This design comes from an exercise in tuning for small area and a short achievable clock period on the open sky130 flow, not from production work.
In this exercise RTL edits were held to simulation tests only and were not proved equivalent to the original.
Power and IR drop assume default switching activity.

==> 03-21 <==
## btb_predictor
module btb_predictor
#(
  parameter int ENTRIES = BTB_ENTRIES
) (
  input  logic                clk,
  input  logic                rst,
  input  logic [ADDR_BUS-1:0] pc,
  output logic                btb_pre_taken,
  output logic [ADDR_BUS-1:0] btb_pre_addr,
  input  logic                update_en,
  input  logic [ADDR_BUS-1:0] update_pc,
  input  logic                update_taken,
  input  logic [ADDR_BUS-1:0] update_target,
  input  logic                invalidate
);
==> module btb_predictor, before the edit <==
module btb_predictor
#(
  parameter int ENTRIES = BTB_ENTRIES
) (
  input  logic                clk,
  input  logic                rst,
  input  logic [ADDR_BUS-1:0] pc,
  output logic                btb_pre_taken,
  output logic [ADDR_BUS-1:0] btb_pre_addr,
  input  logic                update_en,
  input  logic [ADDR_BUS-1:0] update_pc,
  input  logic                update_taken,
  input  logic [ADDR_BUS-1:0] update_target,
  input  logic                invalidate
);
  localparam int IDX_W = $clog2(ENTRIES);
  localparam int TAG_W = 30 - IDX_W;
  logic [ENTRIES-1:0] r_valid;
  btb_predictor_pkg::ctr_e               r_ctr [ENTRIES];
  logic [TAG_W-1:0]   r_tag [ENTRIES];
  logic [29:0]        r_tgt [ENTRIES];
  logic [IDX_W-1:0] w_idx;
  logic [IDX_W-1:0] w_u_idx;
  logic [TAG_W-1:0] w_tag;
  logic [TAG_W-1:0] w_u_tag;
  logic             w_hit;
  logic             w_u_hit;
  btb_predictor_pkg::ctr_e             w_u_ctr_nxt;
  logic             w_unused;
  assign w_idx   = pc[IDX_W+1:2];
  assign w_tag   = pc[31:IDX_W+2];
  assign w_u_idx = update_pc[IDX_W+1:2];
  assign w_u_tag = update_pc[31:IDX_W+2];
  assign w_hit   = r_valid[w_idx] && (r_tag[w_idx] == w_tag);
  assign w_u_hit = r_valid[w_u_idx] && (r_tag[w_u_idx] == w_u_tag);
  assign w_unused = ^{pc[1:0], update_pc[1:0], update_target[1:0]};
  assign btb_pre_taken = w_hit && r_ctr[w_idx][1];
  assign btb_pre_addr  = btb_pre_taken ? {r_tgt[w_idx], 2'b00} : '0;
  btb_sat_ctr u_sat_ctr (
    .i_ctr   (r_ctr[w_u_idx]),
    .i_taken (update_taken),
    .o_ctr   (w_u_ctr_nxt)
  );
  always_ff @(posedge clk or posedge rst) begin
    if (rst) begin
      r_valid <= '0;
      for (int i = 0; i < ENTRIES; i++) r_ctr[i] <= CTR_RESET;
    end else if (invalidate) begin
      r_valid <= '0;
    end else if (update_en) begin
      if (w_u_hit) begin
        r_ctr[w_u_idx] <= w_u_ctr_nxt;
      end else if (update_taken) begin
        r_valid[w_u_idx] <= 1'b1;
        r_ctr[w_u_idx]   <= CTR_ALLOC;
      end
    end
  end
  always_ff @(posedge clk) begin
    if (!invalidate && update_en && update_taken) begin
      r_tag[w_u_idx] <= w_u_tag;
      r_tgt[w_u_idx] <= update_target[31:2];
    end
  end
endmodule
Settings: LEC_CHECK=0, CAP_MARGIN=20, CORE_MARGIN=2, CORE_UTILIZATION=40, SLEW_MARGIN=20; clock period 9.0 ns.
run.sh (not shown) runs the stock make flow with config.mk's settings and CLKGATE_MAP_FILE= SYNTH_SCRIPT=/design/flow/synth_recipe.tcl, a recipe that flattens the netlist after the stock synthesis.
==> 10-27: changes against 03-21 <==
==> flow/design.v (replaced) <==
package btb_predictor_pkg;
  localparam int BTB_ENTRIES = 64;
  localparam int ADDR_BUS    = 32;
  typedef enum logic [1:0] {
    SNT = 2'b00,
    WNT = 2'b01,
    WT  = 2'b10,
    ST  = 2'b11
  } ctr_e;
  localparam ctr_e CTR_RESET = WNT;
  localparam ctr_e CTR_ALLOC = WT;
endpackage
import btb_predictor_pkg::*;
module btb_sat_ctr
(
  input  btb_predictor_pkg::ctr_e i_ctr,
  input  logic i_taken,
  output btb_predictor_pkg::ctr_e o_ctr
);
  always_comb begin
    o_ctr = i_ctr;
    if (i_taken) begin
      if (i_ctr != ST) o_ctr = btb_predictor_pkg::ctr_e'(i_ctr + 2'd1);
    end else begin
      if (i_ctr != SNT) o_ctr = btb_predictor_pkg::ctr_e'(i_ctr - 2'd1);
    end
  end
endmodule
module btb_dec
#(
  parameter int IDX_W = 6
) (
  input  logic [IDX_W-1:0]    i_idx,
  output logic [2**IDX_W-1:0] o_sel
);
  always_comb begin
    for (int i = 0; i < 2**IDX_W; i++) o_sel[i] = (i_idx == i[IDX_W-1:0]);
  end
endmodule
module btb_aoi3
(
  input  logic [2:0] i_sel,
  input  logic [2:0] i_d,
  output logic       o_n
);
  assign o_n = ~|(i_sel & i_d);
endmodule
module btb_rd_bit
#(
  parameter int N = 64
) (
  input  logic [N-1:0] i_sel,
  input  logic [N-1:0] i_d,
  output logic         o_d
);
  localparam int N3 = N / 3;
  localparam int NR = N - 3 * N3;
  localparam int NL = N3 + NR;
  logic [NL-1:0] w_n;
  for (genvar g = 0; g < N3; g++) begin : g_leaf
    btb_aoi3 u_leaf (.i_sel(i_sel[3*g +: 3]), .i_d(i_d[3*g +: 3]), .o_n(w_n[g]));
  end
  for (genvar g = 0; g < NR; g++) begin : g_rest
    assign w_n[N3+g] = ~(i_sel[3*N3+g] & i_d[3*N3+g]);
  end
  assign o_d = ~&w_n;
endmodule
module btb_rd
#(
  parameter int N = 64,
  parameter int W = 24
) (
  input  logic [N-1:0]   i_sel,
  input  logic [N*W-1:0] i_data,
  output logic [W-1:0]   o_data
);
  for (genvar b = 0; b < W; b++) begin : g_bit
    logic [N-1:0] w_col;
    for (genvar i = 0; i < N; i++) begin : g_col
      assign w_col[i] = i_data[i*W + b];
    end
    btb_rd_bit #(.N(N)) u_bit (.i_sel(i_sel), .i_d(w_col), .o_d(o_data[b]));
  end
endmodule
import btb_predictor_pkg::*;
module btb_predictor
#(
  parameter int ENTRIES = BTB_ENTRIES
) (
  input  logic                clk,
  input  logic                rst,
  input  logic [ADDR_BUS-1:0] pc,
  output logic                btb_pre_taken,
  output logic [ADDR_BUS-1:0] btb_pre_addr,
  input  logic                update_en,
  input  logic [ADDR_BUS-1:0] update_pc,
  input  logic                update_taken,
  input  logic [ADDR_BUS-1:0] update_target,
  input  logic                invalidate
);
  localparam int IDX_W = $clog2(ENTRIES);
  localparam int TAG_W = 30 - IDX_W;
  localparam int LW    = TAG_W + 31;   
  localparam int UW    = TAG_W + 3;    
  logic [ENTRIES-1:0] r_valid;
  logic [1:0]         r_ctr [ENTRIES];
  logic [TAG_W-1:0]   r_tag [ENTRIES];
  logic [29:0]        r_tgt [ENTRIES];
  logic [TAG_W-1:0]   w_tag, w_u_tag;
  logic [ENTRIES-1:0] w_sel, w_u_sel;
  assign w_tag   = pc[31:IDX_W+2];
  assign w_u_tag = update_pc[31:IDX_W+2];
  btb_dec #(.IDX_W(IDX_W)) u_dec_l (.i_idx(pc[IDX_W+1:2]),        .o_sel(w_sel));
  btb_dec #(.IDX_W(IDX_W)) u_dec_u (.i_idx(update_pc[IDX_W+1:2]), .o_sel(w_u_sel));
  logic [ENTRIES*LW-1:0] w_l_data;
  logic [ENTRIES*UW-1:0] w_u_data;
  always_comb begin
    for (int i = 0; i < ENTRIES; i++) begin
      w_l_data[i*LW +: LW] = {r_valid[i] & r_ctr[i][1], r_tgt[i], r_tag[i]};
      w_u_data[i*UW +: UW] = {r_valid[i], r_ctr[i], r_tag[i]};
    end
  end
  logic [LW-1:0] w_l_rd;
  btb_rd #(.N(ENTRIES), .W(LW)) u_rd_l (.i_sel(w_sel), .i_data(w_l_data), .o_data(w_l_rd));
  assign btb_pre_taken = w_l_rd[LW-1] && (w_l_rd[TAG_W-1:0] == w_tag);
  assign btb_pre_addr  = {w_l_rd[TAG_W +: 30] & {30{btb_pre_taken}}, 2'b00};
  logic [UW-1:0] w_u_rd;
  btb_rd #(.N(ENTRIES), .W(UW)) u_rd_u (.i_sel(w_u_sel), .i_data(w_u_data), .o_data(w_u_rd));
  logic w_u_hit;
  assign w_u_hit = w_u_rd[UW-1] && (w_u_rd[TAG_W-1:0] == w_u_tag);
  btb_predictor_pkg::ctr_e w_u_ctr_inc;
  btb_sat_ctr u_sat_ctr (
    .i_ctr   (btb_predictor_pkg::ctr_e'(w_u_rd[TAG_W +: 2])),
    .i_taken (update_taken),
    .o_ctr   (w_u_ctr_inc)
  );
  logic       w_do, w_wr_tt, w_wr_ctr, w_wr_v;
  logic [1:0] w_ctr_nxt;
  assign w_do      = !invalidate && update_en;
  assign w_wr_tt   = w_do && update_taken;
  assign w_wr_ctr  = w_do && (w_u_hit || update_taken);
  assign w_wr_v    = w_do && !w_u_hit && update_taken;
  assign w_ctr_nxt = w_u_hit ? w_u_ctr_inc : CTR_ALLOC;
  always_ff @(posedge clk or posedge rst) begin
    if (rst) begin
      r_valid <= '0;
    end else if (invalidate) begin
      r_valid <= '0;
    end else begin
      for (int i = 0; i < ENTRIES; i++)
        if (w_wr_v && w_u_sel[i]) r_valid[i] <= 1'b1;
    end
  end
  always_ff @(posedge clk) begin
    for (int i = 0; i < ENTRIES; i++) begin
      if (w_wr_ctr && w_u_sel[i]) r_ctr[i] <= w_ctr_nxt;
      if (w_wr_tt && w_u_sel[i]) begin
        r_tag[i] <= w_u_tag;
        r_tgt[i] <= update_target[31:2];
      end
    end
  end
endmodule
Settings changed: CTS_CLUSTER_DIAMETER set to 80, CTS_CLUSTER_SIZE set to 20, SETUP_SLACK_MARGIN set to 2.5, SYNTH_HIERARCHICAL set to 1.
==> 10-11: changes against 03-21 <==
==> flow/design.v (replaced) <==
package btb_predictor_pkg;
  localparam int BTB_ENTRIES = 64;
  localparam int ADDR_BUS    = 32;
  typedef enum logic [1:0] {
    SNT = 2'b00,
    WNT = 2'b01,
    WT  = 2'b10,
    ST  = 2'b11
  } ctr_e;
  localparam ctr_e CTR_RESET = WNT;
  localparam ctr_e CTR_ALLOC = WT;
endpackage
import btb_predictor_pkg::*;
module btb_sat_ctr
(
  input  btb_predictor_pkg::ctr_e i_ctr,
  input  logic i_taken,
  output btb_predictor_pkg::ctr_e o_ctr
);
  always_comb begin
    o_ctr = i_ctr;
    if (i_taken) begin
      if (i_ctr != ST) o_ctr = btb_predictor_pkg::ctr_e'(i_ctr + 2'd1);
    end else begin
      if (i_ctr != SNT) o_ctr = btb_predictor_pkg::ctr_e'(i_ctr - 2'd1);
    end
  end
endmodule
module btb_dec
#(
  parameter int IDX_W = 6
) (
  input  logic [IDX_W-1:0]    i_idx,
  output logic [2**IDX_W-1:0] o_sel
);
  always_comb begin
    for (int i = 0; i < 2**IDX_W; i++) o_sel[i] = (i_idx == i[IDX_W-1:0]);
  end
endmodule
module btb_aoi3
(
  input  logic [2:0] i_sel,
  input  logic [2:0] i_d,
  output logic       o_n
);
  assign o_n = ~|(i_sel & i_d);
endmodule
module btb_rd_bit
#(
  parameter int N = 64
) (
  input  logic [N-1:0] i_sel,
  input  logic [N-1:0] i_d,
  output logic         o_d
);
  localparam int N3 = N / 3;
  localparam int NR = N - 3 * N3;
  localparam int NL = N3 + NR;
  logic [NL-1:0] w_n;
  for (genvar g = 0; g < N3; g++) begin : g_leaf
    btb_aoi3 u_leaf (.i_sel(i_sel[3*g +: 3]), .i_d(i_d[3*g +: 3]), .o_n(w_n[g]));
  end
  for (genvar g = 0; g < NR; g++) begin : g_rest
    assign w_n[N3+g] = ~(i_sel[3*N3+g] & i_d[3*N3+g]);
  end
  assign o_d = ~&w_n;
endmodule
module btb_rd
#(
  parameter int N = 64,
  parameter int W = 24
) (
  input  logic [N-1:0]   i_sel,
  input  logic [N*W-1:0] i_data,
  output logic [W-1:0]   o_data
);
  for (genvar b = 0; b < W; b++) begin : g_bit
    logic [N-1:0] w_col;
    for (genvar i = 0; i < N; i++) begin : g_col
      assign w_col[i] = i_data[i*W + b];
    end
    btb_rd_bit #(.N(N)) u_bit (.i_sel(i_sel), .i_d(w_col), .o_d(o_data[b]));
  end
endmodule
import btb_predictor_pkg::*;
module btb_predictor
#(
  parameter int ENTRIES = BTB_ENTRIES
) (
  input  logic                clk,
  input  logic                rst,
  input  logic [ADDR_BUS-1:0] pc,
  output logic                btb_pre_taken,
  output logic [ADDR_BUS-1:0] btb_pre_addr,
  input  logic                update_en,
  input  logic [ADDR_BUS-1:0] update_pc,
  input  logic                update_taken,
  input  logic [ADDR_BUS-1:0] update_target,
  input  logic                invalidate
);
  localparam int IDX_W = $clog2(ENTRIES);
  localparam int TAG_W = 30 - IDX_W;
  localparam int LW    = TAG_W + 31;   
  localparam int UW    = TAG_W + 3;    
  logic [ENTRIES-1:0] r_valid;
  logic [1:0]         r_ctr [ENTRIES];
  logic [TAG_W-1:0]   r_tag [ENTRIES];
  logic [29:0]        r_tgt [ENTRIES];
  logic [TAG_W-1:0]   w_tag, w_u_tag;
  logic [ENTRIES-1:0] w_sel, w_u_sel;
  assign w_tag   = pc[31:IDX_W+2];
  assign w_u_tag = update_pc[31:IDX_W+2];
  btb_dec #(.IDX_W(IDX_W)) u_dec_l (.i_idx(pc[IDX_W+1:2]),        .o_sel(w_sel));
  btb_dec #(.IDX_W(IDX_W)) u_dec_u (.i_idx(update_pc[IDX_W+1:2]), .o_sel(w_u_sel));
  logic [ENTRIES*LW-1:0] w_l_data;
  logic [ENTRIES*UW-1:0] w_u_data;
  always_comb begin
    for (int i = 0; i < ENTRIES; i++) begin
      w_l_data[i*LW +: LW] = {r_valid[i] & r_ctr[i][1], r_tgt[i], r_tag[i]};
      w_u_data[i*UW +: UW] = {r_valid[i], r_ctr[i], r_tag[i]};
    end
  end
  logic [LW-1:0] w_l_rd;
  btb_rd #(.N(ENTRIES), .W(LW)) u_rd_l (.i_sel(w_sel), .i_data(w_l_data), .o_data(w_l_rd));
  assign btb_pre_taken = w_l_rd[LW-1] && (w_l_rd[TAG_W-1:0] == w_tag);
  assign btb_pre_addr  = {w_l_rd[TAG_W +: 30] & {30{btb_pre_taken}}, 2'b00};
  logic [UW-1:0] w_u_rd;
  btb_rd #(.N(ENTRIES), .W(UW)) u_rd_u (.i_sel(w_u_sel), .i_data(w_u_data), .o_data(w_u_rd));
  logic w_u_hit;
  assign w_u_hit = w_u_rd[UW-1] && (w_u_rd[TAG_W-1:0] == w_u_tag);
  btb_predictor_pkg::ctr_e w_u_ctr_inc;
  btb_sat_ctr u_sat_ctr (
    .i_ctr   (btb_predictor_pkg::ctr_e'(w_u_rd[TAG_W +: 2])),
    .i_taken (update_taken),
    .o_ctr   (w_u_ctr_inc)
  );
  logic       w_do, w_wr_tt, w_wr_ctr, w_wr_v;
  logic [1:0] w_ctr_nxt;
  assign w_do      = !invalidate && update_en;
  assign w_wr_tt   = w_do && update_taken;
  assign w_wr_ctr  = w_do && (w_u_hit || update_taken);
  assign w_wr_v    = w_do && !w_u_hit && update_taken;
  assign w_ctr_nxt = w_u_hit ? w_u_ctr_inc : CTR_ALLOC;
  always_ff @(posedge clk or posedge rst) begin
    if (rst) begin
      r_valid <= '0;
    end else if (invalidate) begin
      r_valid <= '0;
    end else begin
      for (int i = 0; i < ENTRIES; i++)
        if (w_wr_v && w_u_sel[i]) r_valid[i] <= 1'b1;
    end
  end
  always_ff @(posedge clk) begin
    for (int i = 0; i < ENTRIES; i++) begin
      if (w_wr_ctr && w_u_sel[i]) r_ctr[i] <= w_ctr_nxt;
      if (w_wr_tt && w_u_sel[i]) begin
        r_tag[i] <= w_u_tag;
        r_tgt[i] <= update_target[31:2];
      end
    end
  end
endmodule
Settings changed: SYNTH_HIERARCHICAL set to 1.
==> qor summary <==
Area share of the largest cell type after synthesis: 10-11 0.790; 03-21 0.660; 10-27 0.790
Area Overhead vs Synth: 10-11 16.5%; 03-21 14.2%; 10-27 14.3%
Internal power: 10-11 27100 uW; 03-21 28300 uW; 10-27 23300 uW
Run status: 10-11 complete, no violations; 03-21 complete, no violations; 10-27 complete, no violations
Worst-case clock skew: 10-11 0.0457 ns; 03-21 0.0833 ns; 10-27 0.0791 ns
Worst slack at placement: 10-11 0.168 ns; 03-21 -0.343 ns; 10-27 0.129 ns
Parity-gate share of the synthesized area counting xor and xnor cells: 10-11 0.00302; 03-21 0.00251; 10-27 0.00302
Synth Warn #: 10-11 12; 03-21 4; 10-27 12
Postcts setup bufs: 10-11 0; 03-21 3; 10-27 77
Total track usage: 10-11 0.249; 03-21 0.271; 10-27 0.252
R2r setup slk: 10-11 4.10 ns; 03-21 4.25 ns; 10-27 4.47 ns
Pwr Total: 10-11 34300 uW; 03-21 36600 uW; 10-27 29600 uW
Library cell appearing most often on the critical path: 10-11 buf_4; 03-21 buf_4; 10-27 buf_12
Footprint of the flip-flops and latches: 10-11 0.109 mm2; 03-21 0.109 mm2; 10-27 0.109 mm2
Htree depth: 10-11 5; 03-21 5; 10-27 4
Post-synth ARST share: 10-11 0.0175; 03-21 0.0526; 10-27 0.0175
RSZ-0062 raised after global routing: 10-11 false; 03-21 false; 10-27 true
Synthesized-area fraction occupied by ao, oa, aoi and oai cells: 10-11 0.140; 03-21 0.0557; 10-27 0.140
Clock buffers: 10-11 437; 03-21 451; 10-27 240
Combinational logic power: 10-11 1290 uW; 03-21 2530 uW; 10-27 1380 uW

[afterwards: timing with drivers on the ports]
Ports are ideal in the flow. The routed layouts listed here were re-timed in OpenROAD.
Step 1 sets driving cells, clkbuf_16 on the clock port and buf_2 on the other inputs (assumed; they add their load-dependent delay and slew).
Step 2, shift: input delay + t, output delay - t, t = (earliest + latest rising clock arrival at the registers) / 2. This alone moves slack from input paths to output paths.
Three values: ideal ports, drivers, drivers and shift; two values: the first two.
run	t, ns	setup WS [ns]	slew at the worst register clock pin (ns)	pins driven straight from the clock port
03-21	1.083	0.095 / -0.204 / -0.204	0.07 / 0.07	1
10-27	1.004	1.274 / 1.136 / 1.136	0.09 / 0.09	1
10-11	0.983	0.195 / 0.161 / 0.161	0.07 / 0.07	1
Met with ideal ports but missed after step 2: setup timing in 03-21. For 03-21, which loses most, drivers alone change the setup slack by -0.299 ns; drivers and shift together by -0.299 ns.
